What follows belongs to an exercise in optimizing a design on an open flow for small area and a short achievable clock period; a production flow would make more cautious choices.
Function was checked by simulation only, so behaviour that the tests miss may differ from the original.
Power is estimated from default activity; no workload was simulated.

## job 8611
## output_buffer_bank
module output_buffer_bank #(
   parameter int BANK_WIDTH = 32,
   parameter int DATA_W     = 32,
   parameter int ADDR_W     = 16,
   parameter int N_CH       = 8
) (
   input  logic                         clk_i,
   input  logic                         rst_sync_i,
   input  logic                         start_i,
   input  logic                         abort_i,
   input  logic [31:0]                  cfg_out_w_i,
   input  logic [31:0]                  cfg_out_h_i,
   input  logic [ADDR_W-1:0]            cfg_base_addr_i,
   input  logic [2:0]                   output_ch_sel_i,
   input  logic [BANK_WIDTH-1:0]        push_i,
   input  logic [BANK_WIDTH*DATA_W-1:0] data_in_i,
   output logic                         ob_ready_o,
   output logic [N_CH-1:0]              sram_wr_en_o,
   output logic [ADDR_W-1:0]            sram_wr_addr_o,
   output logic [DATA_W-1:0]            sram_wr_data_o,
   output logic                         frame_done_o,
   output logic                         error_o
);
==> flow/config.mk <==
export PLATFORM = sky130hd
export DESIGN_NAME = output_buffer_bank
export DESIGN_NICKNAME = output_buffer_bank
export VERILOG_FILES = /design/flow/design.v
export SDC_FILE = /design/flow/constraint.sdc
export NUM_CORES = 4
export LEC_CHECK = 0
export CAP_MARGIN = 20
export CORE_MARGIN = 2
export CORE_UTILIZATION = 60
export SLEW_MARGIN = 20
export BUFFER_PORTS_ARGS = -buffer_cell sky130_fd_sc_hd__buf_1
export CTS_ARGS = -sink_clustering_enable -repair_clock_nets -dont_use_dummy_load -buf_list {sky130_fd_sc_hd__clkbuf_16} -sink_clustering_size 24 -sink_clustering_max_diameter 50
export SETUP_SLACK_MARGIN = 6.8
==> flow/constraint.sdc <==
create_clock -name core_clock -period 10.0 [get_ports {clk_i}]
set_input_delay 2.0000 -clock core_clock [delete_from_list [all_inputs] [get_ports {clk_i}]]
set_output_delay 2.0000 -clock core_clock [all_outputs]
set_load 0.01 [all_outputs]
standard.sh (not shown) runs the stock make flow with config.mk's settings and CLKGATE_MAP_FILE= SYNTH_SCRIPT=/design/flow/synth_recipe.tcl, a recipe that flattens the netlist after the stock synthesis.
==> flow/flow/run.sh <==
#!/bin/bash
# Own layout flow: the standard ORFS flow (standard.sh, unchanged synthesis)
# with single-strength port buffers, a lighter clock tree (no dummy loads) and
# a setup margin for the timing repair. ORFS writes each step's log under
# orfs/logs; make's own output goes to standard.log here.
set -euo pipefail
cat >> config.mk <<'EOC'
export BUFFER_PORTS_ARGS = -buffer_cell sky130_fd_sc_hd__buf_1
export CTS_ARGS = -sink_clustering_enable -repair_clock_nets -dont_use_dummy_load -buf_list {sky130_fd_sc_hd__clkbuf_16} -sink_clustering_size 24 -sink_clustering_max_diameter 50
export SETUP_SLACK_MARGIN = 6.8
EOC
bash standard.sh > standard.log 2>&1
Looking at the reports, job 8611 completed the entire flow and the layout it produced met the timing, DRC and antenna checks.
Inputs modified between job 8611 and job 6729:
- CTS_ARGS now -sink_clustering_enable -repair_clock_nets -dont_use_dummy_load -buf_list {sky130_fd_sc_hd__clkbuf_8} -sink_clustering_size 16 -sink_clustering_max_diameter 40, was -sink_clustering_enable -repair_clock_nets -dont_use_dummy_load -buf_list {sky130_fd_sc_hd__clkbuf_16} -sink_clustering_size 24 -sink_clustering_max_diameter 50
-- flow/flow/run.sh --
<<< job 8611, line 8
export BUFFER_PORTS_ARGS = -buffer_cell sky130_fd_sc_hd__buf_1
export CTS_ARGS = -sink_clustering_enable -repair_clock_nets -dont_use_dummy_load -buf_list {sky130_fd_sc_hd__clkbuf_16} -sink_clustering_size 24 -sink_clustering_max_diameter 50
export SETUP_SLACK_MARGIN = 6.8
>>> job 6729, line 8
export BUFFER_PORTS_ARGS = -buffer_cell sky130_fd_sc_hd__buf_1
export CTS_ARGS = -sink_clustering_enable -repair_clock_nets -dont_use_dummy_load -buf_list {sky130_fd_sc_hd__clkbuf_8} -sink_clustering_size 16 -sink_clustering_max_diameter 40
export SETUP_SLACK_MARGIN = 6.8
--- outcome ---
Job 6729: all stages complete, timing, DRC and antenna checks passed. From job 8611 to job 6729 the numbers moved as follows: final period demand of the worst path climbed 0.12 ns, worst-path maximum fanout barely changed, total power dropped about 5.6%, fmax dropped about 3.5%, CTS sink count barely changed. Between job 8611 and job 6729, relative contribution of the clock network to total power is higher for job 8611, job 6729 comes in under that. Between job 8611 and job 6729, the difference in global-route wire length before repair is negligible. Comparing job 8611 and job 6729, the higher final routed wirelength across all metal layers is on job 8611.
[inputs] job 534 vs job 6729
- CTS_ARGS: -sink_clustering_enable -repair_clock_nets -dont_use_dummy_load -buf_list {sky130_fd_sc_hd__clkbuf_8} -sink_clustering_size 16 -sink_clustering_max_diameter 40 -> -sink_clustering_enable -repair_clock_nets -dont_use_dummy_load -root_buf sky130_fd_sc_hd__clkbuf_16 -buf_list {sky130_fd_sc_hd__clkbuf_8} -sink_clustering_size 20 -sink_clustering_max_diameter 45
-- flow/flow/run.sh --
<<< job 6729, line 8
export BUFFER_PORTS_ARGS = -buffer_cell sky130_fd_sc_hd__buf_1
export CTS_ARGS = -sink_clustering_enable -repair_clock_nets -dont_use_dummy_load -buf_list {sky130_fd_sc_hd__clkbuf_8} -sink_clustering_size 16 -sink_clustering_max_diameter 40
export SETUP_SLACK_MARGIN = 6.8
>>> job 534, line 8
export BUFFER_PORTS_ARGS = -buffer_cell sky130_fd_sc_hd__buf_1
export CTS_ARGS = -sink_clustering_enable -repair_clock_nets -dont_use_dummy_load -root_buf sky130_fd_sc_hd__clkbuf_16 -buf_list {sky130_fd_sc_hd__clkbuf_8} -sink_clustering_size 20 -sink_clustering_max_diameter 45
export SETUP_SLACK_MARGIN = 6.8
==> comparison <==
Changes observed in job 534 relative to job 6729: length of routed met2 wiring roughly the same; total global-route track usage ~0 delta; end-of-flow core utilization shrank by 0.47 points.
Changes observed in job 534 relative to job 6729: clock-buffer cell count went down 15%, clock power share went down 1.5 points, power density normalized to cell area went down 2.8 nW/um^2.
Side by side, final period utilization turned out lower in job 534 than in job 6729.
Job 534 against job 6729: amount of wire on met3 after detailed routing down about 5%; insertion delay of the later-clocked pin in the worst-skew pair decreased by 0.17 ns relative to the old numbers.
Changes in job 4804 relative to job 534:
- CTS_ARGS: -sink_clustering_enable -repair_clock_nets -dont_use_dummy_load -root_buf sky130_fd_sc_hd__clkbuf_16 -buf_list {sky130_fd_sc_hd__clkbuf_8} -sink_clustering_size 20 -sink_clustering_max_diameter 45 -> -sink_clustering_enable -repair_clock_nets -dont_use_dummy_load -buf_list {sky130_fd_sc_hd__clkbuf_16} -sink_clustering_size 36 -sink_clustering_max_diameter 60
-- flow/flow/run.sh --
<<< job 534, line 8
export BUFFER_PORTS_ARGS = -buffer_cell sky130_fd_sc_hd__buf_1
export CTS_ARGS = -sink_clustering_enable -repair_clock_nets -dont_use_dummy_load -root_buf sky130_fd_sc_hd__clkbuf_16 -buf_list {sky130_fd_sc_hd__clkbuf_8} -sink_clustering_size 20 -sink_clustering_max_diameter 45
export SETUP_SLACK_MARGIN = 6.8
>>> job 4804, line 8
export BUFFER_PORTS_ARGS = -buffer_cell sky130_fd_sc_hd__buf_1
export CTS_ARGS = -sink_clustering_enable -repair_clock_nets -dont_use_dummy_load -buf_list {sky130_fd_sc_hd__clkbuf_16} -sink_clustering_size 36 -sink_clustering_max_diameter 60
export SETUP_SLACK_MARGIN = 6.8
## What came out
- On sum of internal, switching and leakage power, job 534 beats job 4804.
- Re non-clock inverter count in the final layout: no difference whatsoever between job 534 and job 4804.
- The count of plain and timing-repair buffers in the layout of job 534 and that of job 4804 are within noise of each other.
- Changes observed in job 4804 relative to job 534: cell-internal power has increased, setup slack has decreased, area added between synthesis and finish has increased.
- Max first-pass GRT wire length across job 4804 and job 534: job 4804
- Comparing job 4804 and job 534, the higher clock power share was measured on job 4804.

[separate check: timing with driven ports]
The results above use ideal ports. As a check the final layouts listed here were re-extracted and re-timed, cells and wires unchanged.
Step 1: set_driving_cell puts a clkbuf_16 on clk_i and a buf_2 on each other input, an assumption about the parent block.
Step 2, shift: input delay + t, output delay - t, t = (earliest + latest rising clock arrival at the registers) / 2. This alone moves slack from input paths to output paths.
a / b / c = ideal / step 1 / step 2; a / b = the first two.
run | t (ns) | slack for setup (ns) | worst setup path at the end | latest minus earliest clock arrival (ns) | worst data-port slew with drivers (ns)
job 8611 | 0.816 | 6.680 / 6.606 / 5.884 | input to register | 0.094 / 0.095 | 0.20
job 6729 | 0.936 | 6.561 / 6.488 / 5.853 | input to register | 0.164 / 0.163 | 0.22
job 534 | 0.782 | 6.711 / 6.635 / 6.017 | input to register | 0.156 / 0.156 | 0.21
job 4804 | 0.806 | 6.662 / 6.586 / 5.935 | input to register | 0.125 / 0.125 | 0.20
After both steps every run listed still meets setup and hold. For job 8611, which loses most, drivers alone change the setup slack by -0.074 ns; drivers and shift together by -0.796 ns.
